This is an optimization exercise on Yosys and OpenROAD, whose aim is small area, not a production implementation. In this exercise RTL edits were held to simulation tests only and were not proved equivalent to the original. Power is estimated from default activity; no workload was simulated. No driver is modelled on the clock port, so clocking that relies on it looks cheaper here than on a real chip.

## tych_tx_buf
module tych_tx_buf (
  input  logic                     clk,
  input  logic                     rst,
  input  tych_pkg::mac_avltx_t     in_tx,
  output logic                     in_ready,
  output tych_pkg::mac_avltx_t     out_tx,
  output logic [2:0]               level,
  input  logic                     out_ready,
  output logic [31:0]              pkt_count,
  output logic [15:0]              frame_err_count
);
Size: about 6700 cells after synthesis, roughly 2100 flip-flops, ~76000 µm² of cells after synthesis.
Settings: LEC_CHECK=0, CAP_MARGIN=0, CORE_MARGIN=2, CORE_UTILIZATION=50, SLEW_MARGIN=0; clock period 6.0 ns.
standard.sh (not shown) runs the stock make flow with config.mk's settings and CLKGATE_MAP_FILE= SYNTH_SCRIPT=/design/flow/synth_recipe.tcl, a recipe that flattens the netlist after the stock synthesis.
==> flow/flow/run.sh <==
#!/bin/bash
# Standard ORFS layout with three changes: ports buffered with buf_1 instead of the
# default delay buffer, a clock tree built from smaller clock buffers without dummy loads,
# and the settings in config.mk. Each tool's output goes to its own log file here.
set -euo pipefail
bash standard.sh \
  "BUFFER_PORTS_ARGS=-buffer_cell sky130_fd_sc_hd__buf_1" \
  "CTS_ARGS=-sink_clustering_enable -repair_clock_nets -dont_use_dummy_load -buf_list {sky130_fd_sc_hd__clkbuf_16} -sink_clustering_size 24 -sink_clustering_max_diameter 90" \
  finish > make_finish.log 2>&1
The baseline went through all stages and came out clean.
Change:
--- a/flow/flow/run.sh
+++ b/flow/flow/run.sh
@@ -7,3 +7,3 @@
   "BUFFER_PORTS_ARGS=-buffer_cell sky130_fd_sc_hd__buf_1" \
-  "CTS_ARGS=-sink_clustering_enable -repair_clock_nets -dont_use_dummy_load -buf_list {sky130_fd_sc_hd__clkbuf_16} -sink_clustering_size 24 -sink_clustering_max_diameter 90" \
+  "CTS_ARGS=-sink_clustering_enable -repair_clock_nets -dont_use_dummy_load -buf_list {sky130_fd_sc_hd__clkbuf_8} -sink_clustering_size 16 -sink_clustering_max_diameter 50" \
   finish > make_finish.log 2>&1
=> Worst hold slack degrades by 5.2 ps. Synthesized area stays the same. Power goes down slightly. Worst setup slack loses 73 ps.
Change:
--- a/flow/flow/run.sh
+++ b/flow/flow/run.sh
@@ -7,3 +7,3 @@
   "BUFFER_PORTS_ARGS=-buffer_cell sky130_fd_sc_hd__buf_1" \
-  "CTS_ARGS=-sink_clustering_enable -repair_clock_nets -dont_use_dummy_load -buf_list {sky130_fd_sc_hd__clkbuf_8} -sink_clustering_size 16 -sink_clustering_max_diameter 50" \
+  "CTS_ARGS=-sink_clustering_enable -repair_clock_nets -dont_use_dummy_load -buf_list {sky130_fd_sc_hd__clkbuf_4 sky130_fd_sc_hd__clkbuf_8}" \
   finish > make_finish.log 2>&1
--- a/flow/config.mk
+++ b/flow/config.mk
@@ -7,5 +7,5 @@
 export LEC_CHECK = 0
-export CAP_MARGIN = 0
+export CAP_MARGIN = 20
 export CORE_MARGIN = 2
-export CORE_UTILIZATION = 50
-export SLEW_MARGIN = 0
+export CORE_UTILIZATION = 60
+export SLEW_MARGIN = 20
After rerunning: The new run ran to the end with no violations; worst setup slack is better by 120 ps; die area drops by 17%; power climbs by 12%; cell count drops by 2.3%; synthesized cell count does not change; cell area climbs by 2.0%; utilization climbs by 12 points.
Change:
--- a/flow/flow/run.sh
+++ b/flow/flow/run.sh
@@ -7,3 +7,3 @@
   "BUFFER_PORTS_ARGS=-buffer_cell sky130_fd_sc_hd__buf_1" \
-  "CTS_ARGS=-sink_clustering_enable -repair_clock_nets -dont_use_dummy_load -buf_list {sky130_fd_sc_hd__clkbuf_4 sky130_fd_sc_hd__clkbuf_8}" \
+  "CTS_ARGS=-sink_clustering_enable -repair_clock_nets -dont_use_dummy_load -buf_list {sky130_fd_sc_hd__clkbuf_16} -sink_clustering_size 28 -sink_clustering_max_diameter 60" \
   finish > make_finish.log 2>&1
--- a/flow/config.mk
+++ b/flow/config.mk
@@ -9,3 +9,3 @@
 export CORE_MARGIN = 2
-export CORE_UTILIZATION = 60
+export CORE_UTILIZATION = 50
 export SLEW_MARGIN = 20
Non-clock buffer count went up by 19. Clock power went down by about 10%. Power went down by about 5%.

---

Setup of run A:
The RTL this note starts from:
==> flow/design.v <==
package tych_pkg;
  typedef struct packed {
    logic [511:0] data;
    logic         sop;
    logic         eop;
    logic         valid;
    logic         error;
    logic         skip_crc;
  } mac_avltx_t;
endpackage
module tych_tx_buf (
  input  logic                     clk,
  input  logic                     rst,
  input  tych_pkg::mac_avltx_t     in_tx,
  output logic                     in_ready,
  output tych_pkg::mac_avltx_t     out_tx,
  output logic [2:0]               level,
  input  logic                     out_ready,
  output logic [31:0]              pkt_count,
  output logic [15:0]              frame_err_count
);
  localparam int W = 516;    
  logic [W-1:0] mem_q [4];
  logic [W-1:0] wr_entry;
  logic [W-1:0] head;
  logic [3:0]   wsel_q;      
  logic [3:0]   wnot_q;      
  logic [3:0]   we, keep;    
  logic [3:0]   rsel_q;      
  logic [3:0]   hsel;        
  logic [2:0]   level_q, level_d;
  logic [31:0]  pkt_cnt_q;
  logic [15:0]  err_cnt_q;
  logic         in_pkt_q;
  logic         nonempty;
  logic         push_hs, orphan, sop_in_pkt, store, pop;
  assign in_ready   = rst && !level_q[2];
  assign push_hs    = in_tx.valid && in_ready;
  assign orphan     = push_hs && !in_pkt_q && !in_tx.sop;
  assign sop_in_pkt = push_hs && in_pkt_q && in_tx.sop;
  assign store      = push_hs && (in_pkt_q || in_tx.sop);
  assign nonempty   = (level_q != 3'd0);
  assign pop        = nonempty && out_ready;
  assign hsel       = rsel_q & {4{nonempty}};
  assign we         = wsel_q & {4{store}};
  assign keep       = wnot_q | {4{!store}};
  assign wr_entry = {in_tx.data, in_tx.sop, in_tx.eop,
                     in_tx.error || sop_in_pkt, in_tx.skip_crc};
  always_comb begin
    head = '0;
    for (int i = 0; i < 4; i++) head = head | (mem_q[i] & {W{hsel[i]}});
  end
  always_comb begin
    case ({store, pop})
      2'b10:   level_d = level_q + 3'd1;
      2'b01:   level_d = level_q - 3'd1;
      default: level_d = level_q;
    endcase
  end
  always_ff @(posedge clk or negedge rst) begin
    if (!rst) begin
      wsel_q    <= 4'b0001;
      wnot_q    <= 4'b1110;
      rsel_q    <= 4'b0001;
      level_q   <= '0;
      pkt_cnt_q <= '0;
      err_cnt_q <= '0;
      in_pkt_q  <= 1'b0;
    end else begin
      if (store) wsel_q <= {wsel_q[2:0], wsel_q[3]};
      if (store) wnot_q <= {wnot_q[2:0], wnot_q[3]};
      if (pop)   rsel_q <= {rsel_q[2:0], rsel_q[3]};
      level_q <= level_d;
      if (store) in_pkt_q <= !in_tx.eop;
      if (pop && head[2] && (pkt_cnt_q != '1)) pkt_cnt_q <= pkt_cnt_q + 32'd1;
      if ((orphan || sop_in_pkt) && (err_cnt_q != '1)) err_cnt_q <= err_cnt_q + 16'd1;
    end
  end
  always_ff @(posedge clk) begin
    for (int i = 0; i < 4; i++) begin
      mem_q[i] <= (wr_entry & {W{we[i]}}) | (mem_q[i] & {W{keep[i]}});
    end
  end
  assign out_tx = {head[515:4], head[3:2], nonempty, head[1:0]};
  assign level           = level_q;
  assign pkt_count       = pkt_cnt_q;
  assign frame_err_count = err_cnt_q;
endmodule
==> flow/config.mk <==
export PLATFORM = sky130hd
export DESIGN_NAME = tych_tx_buf
export DESIGN_NICKNAME = tych_tx_buf
export VERILOG_FILES = /design/flow/design.v
export SDC_FILE = /design/flow/constraint.sdc
export NUM_CORES = 4
export LEC_CHECK = 0
export CAP_MARGIN = 0
export CORE_MARGIN = 2
export CORE_UTILIZATION = 50
export SLEW_MARGIN = 0
==> flow/constraint.sdc <==
create_clock -name core_clock -period 6.0 [get_ports {clk}]
set_input_delay 1.2000 -clock core_clock [delete_from_list [all_inputs] [get_ports {clk}]]
set_output_delay 1.2000 -clock core_clock [all_outputs]
set_load 0.01 [all_outputs]
==> flow/flow/run.sh <==
#!/bin/bash
# Standard ORFS layout with these changes: ports buffered with buf_1 instead of the
# default delay buffer, a clock tree built from smaller clock buffers without dummy loads,
# the read multiplexer's gates re-covered with smaller cells before floorplanning
# (flow/remap.tcl), the large buffers (buf_6 and up) kept out of placement-time fanout
# repair, and the settings in config.mk. Synthesis runs first, unchanged.
# Each tool's output goes to its own log file here.
set -euo pipefail
bash standard.sh synth > make_synth.log 2>&1
bash standard.sh \
  "DONT_USE_CELLS=sky130_fd_sc_hd__probe_p_8 sky130_fd_sc_hd__probec_p_8 sky130_fd_sc_hd__lpflow_bleeder_1 sky130_fd_sc_hd__lpflow_clkbufkapwr_1 sky130_fd_sc_hd__lpflow_clkbufkapwr_16 sky130_fd_sc_hd__lpflow_clkbufkapwr_2 sky130_fd_sc_hd__lpflow_clkbufkapwr_4 sky130_fd_sc_hd__lpflow_clkbufkapwr_8 sky130_fd_sc_hd__lpflow_clkinvkapwr_1 sky130_fd_sc_hd__lpflow_clkinvkapwr_16 sky130_fd_sc_hd__lpflow_clkinvkapwr_2 sky130_fd_sc_hd__lpflow_clkinvkapwr_4 sky130_fd_sc_hd__lpflow_clkinvkapwr_8 sky130_fd_sc_hd__lpflow_decapkapwr_12 sky130_fd_sc_hd__lpflow_decapkapwr_3 sky130_fd_sc_hd__lpflow_decapkapwr_4 sky130_fd_sc_hd__lpflow_decapkapwr_6 sky130_fd_sc_hd__lpflow_decapkapwr_8 sky130_fd_sc_hd__lpflow_inputiso0n_1 sky130_fd_sc_hd__lpflow_inputiso0p_1 sky130_fd_sc_hd__lpflow_inputiso1n_1 sky130_fd_sc_hd__lpflow_inputiso1p_1 sky130_fd_sc_hd__lpflow_inputisolatch_1 sky130_fd_sc_hd__lpflow_isobufsrc_1 sky130_fd_sc_hd__lpflow_isobufsrc_16 sky130_fd_sc_hd__lpflow_isobufsrc_2 sky130_fd_sc_hd__lpflow_isobufsrc_4 sky130_fd_sc_hd__lpflow_isobufsrc_8 sky130_fd_sc_hd__lpflow_isobufsrckapwr_16 sky130_fd_sc_hd__lpflow_lsbuf_lh_hl_isowell_tap_1 sky130_fd_sc_hd__lpflow_lsbuf_lh_hl_isowell_tap_2 sky130_fd_sc_hd__lpflow_lsbuf_lh_hl_isowell_tap_4 sky130_fd_sc_hd__lpflow_lsbuf_lh_isowell_4 sky130_fd_sc_hd__lpflow_lsbuf_lh_isowell_tap_1 sky130_fd_sc_hd__lpflow_lsbuf_lh_isowell_tap_2 sky130_fd_sc_hd__lpflow_lsbuf_lh_isowell_tap_4 sky130_fd_sc_hd__buf_6 sky130_fd_sc_hd__buf_8 sky130_fd_sc_hd__buf_12 sky130_fd_sc_hd__buf_16" \
  "PRE_FLOORPLAN_TCL=$PWD/flow/remap.tcl" \
  "BUFFER_PORTS_ARGS=-buffer_cell sky130_fd_sc_hd__buf_1" \
  "CTS_ARGS=-sink_clustering_enable -repair_clock_nets -dont_use_dummy_load -buf_list {sky130_fd_sc_hd__clkbuf_16} -sink_clustering_size 27 -sink_clustering_max_diameter 90" \
  finish > make_finish.log 2>&1
Other scripts of this flow, unchanged in this note and not shown: flow/flow/remap.tcl
Run A closes out successfully: all stages finished, all timing, DRC and antenna checks passed.
Edits applied to the flow inputs when going from run A to run B:
==> flow/flow/run.sh <==
#!/bin/bash
# Standard ORFS layout with four changes: ports buffered with buf_1 instead of the
# default delay buffer, a clock tree built from smaller clock buffers without dummy loads,
# the read multiplexer's gates re-covered with smaller cells before floorplanning
# (flow/remap.tcl), and the settings in config.mk. Each tool's output goes to its own log file here.
set -euo pipefail
bash standard.sh \
  "PRE_FLOORPLAN_TCL=$PWD/flow/remap.tcl" \
  "BUFFER_PORTS_ARGS=-buffer_cell sky130_fd_sc_hd__buf_1" \
  "CTS_ARGS=-sink_clustering_enable -repair_clock_nets -dont_use_dummy_load -buf_list {sky130_fd_sc_hd__clkbuf_16} -sink_clustering_size 31 -sink_clustering_max_diameter 100" \
  finish > make_finish.log 2>&1
### Flow results
A last element of the critical path of out_tx[78] is what run A shows, while out_tx[372] belongs to run B. Re global-route usage: run B and run A aren't equal, and the lower value belongs to run A. Wire length of the first global-routing pass | run B above run A. The portion of the layout cell area used by clock cells reported for run B is smaller than that of run A by 0.43 points. Compared with run A, in run B detailed-route wire length increased about 0.7%; placed cell count saw little to no change; end-of-flow core utilization has decreased.
[inputs] run C vs run B
diff --git a/flow/flow/run.sh b/flow/flow/run.sh
--- a/flow/flow/run.sh
+++ b/flow/flow/run.sh
@@ -8,4 +8,4 @@
   "PRE_FLOORPLAN_TCL=$PWD/flow/remap.tcl" \
   "BUFFER_PORTS_ARGS=-buffer_cell sky130_fd_sc_hd__buf_1" \
-  "CTS_ARGS=-sink_clustering_enable -repair_clock_nets -dont_use_dummy_load -buf_list {sky130_fd_sc_hd__clkbuf_16} -sink_clustering_size 31 -sink_clustering_max_diameter 100" \
+  "CTS_ARGS=-sink_clustering_enable -repair_clock_nets -dont_use_dummy_load -buf_list {sky130_fd_sc_hd__clkbuf_16} -sink_clustering_size 27 -sink_clustering_max_diameter 90" \
   finish > make_finish.log 2>&1
[summary]
Re routed length on met3: run C is about 4% down on run B. Run C finished end to end and its layout was clean on timing, DRC and antenna. On reported clock group power, run C does worse than run B. On fraction of power consumed by combinational cells, run C tracks run B almost exactly. Diff run C and run B: share of cell area taken by flip-flops and latches lower in run C.
Input changes introduced in run D (baseline for comparison: run C):
# run C
export LEC_CHECK = 0
export CAP_MARGIN = 0
export CORE_MARGIN = 2
export CORE_UTILIZATION = 50
export SLEW_MARGIN = 0
create_clock -name core_clock -period 6.0 [get_ports {clk}]
# run D
export LEC_CHECK = 0
export CAP_MARGIN = 0
export CORE_MARGIN = 2
export CORE_UTILIZATION = 60
export SLEW_MARGIN = 0
create_clock -name core_clock -period 6.0 [get_ports {clk}]
diff --git a/flow/flow/run.sh b/flow/flow/run.sh
--- a/flow/flow/run.sh
+++ b/flow/flow/run.sh
@@ -8,4 +8,4 @@
   "PRE_FLOORPLAN_TCL=$PWD/flow/remap.tcl" \
   "BUFFER_PORTS_ARGS=-buffer_cell sky130_fd_sc_hd__buf_1" \
-  "CTS_ARGS=-sink_clustering_enable -repair_clock_nets -dont_use_dummy_load -buf_list {sky130_fd_sc_hd__clkbuf_16} -sink_clustering_size 27 -sink_clustering_max_diameter 90" \
+  "CTS_ARGS=-sink_clustering_enable -repair_clock_nets -dont_use_dummy_load -buf_list {sky130_fd_sc_hd__clkbuf_16} -sink_clustering_size 31 -sink_clustering_max_diameter 100" \
   finish > make_finish.log 2>&1
## What came out
STATUS run=run D STAGES=ALL_DONE FINAL_CHECKS=FAILED CAUSE=max-slew violations
On core utilization: run D sits above run C.
Relative to run C, latest clock arrival within the worst-skew pair decreased by 40 ps in run D.
Clock network contribution to total cell area in run D vs run C: down 0.33 points
The die used by run D is smaller than the one used by run C.
Sort run C and run D by post-route cell area asc -> top: run D
Non-filler instance count after layout: run D < run C
When the final numbers for run C and run D were put side by side, the number of core rows turned out to be smaller in run D.
Minimum setup slack in the final design, run C and run D: higher on run C
Run C -> run D: maximum number of pins on one net before global-route repair increased by more than 10%
Across both runs, cell area power density was lower for run D than for run C.
Count of plain and timing-repair buffers went down by a few percent going from run C to run D.

[port drivers added, routing unchanged]
The flow's constraints put no driver on any port. The routed layouts listed below were extracted and timed again, unchanged, in two steps.
Step 1 assumes that a clkbuf_16 drives the clock port and a buf_2 every other input.
Step 2 adds t to the input delays and takes it off the output delays; t is the mean of the earliest and latest rising clock arrival at the registers after step 1. Input paths then give back, and output paths get back, about the clock's delay inside the block.
Three values: ideal, step 1, step 2; two values: the first two.
run	t, ns	setup WS [ns]	clock arrival spread, ns
the first run of note 1	0.808	0.866 / 0.777 / 1.586	0.059 / 0.059
the second run of note 1	0.969	0.793 / 0.706 / 1.674	0.123 / 0.123
the third run of note 1	1.074	0.914 / 0.831 / 1.905	0.061 / 0.061
the fourth run of note 1	0.841	0.881 / 0.793 / 1.633	0.089 / 0.089
run A	0.803	0.661 / 0.573 / 1.376	0.069 / 0.069
run B	0.800	0.917 / 0.830 / 1.630	0.034 / 0.035
run C	0.799	0.870 / 0.781 / 1.580	0.078 / 0.078
run D	0.782	0.633 / 0.552 / 1.334	0.038 / 0.038
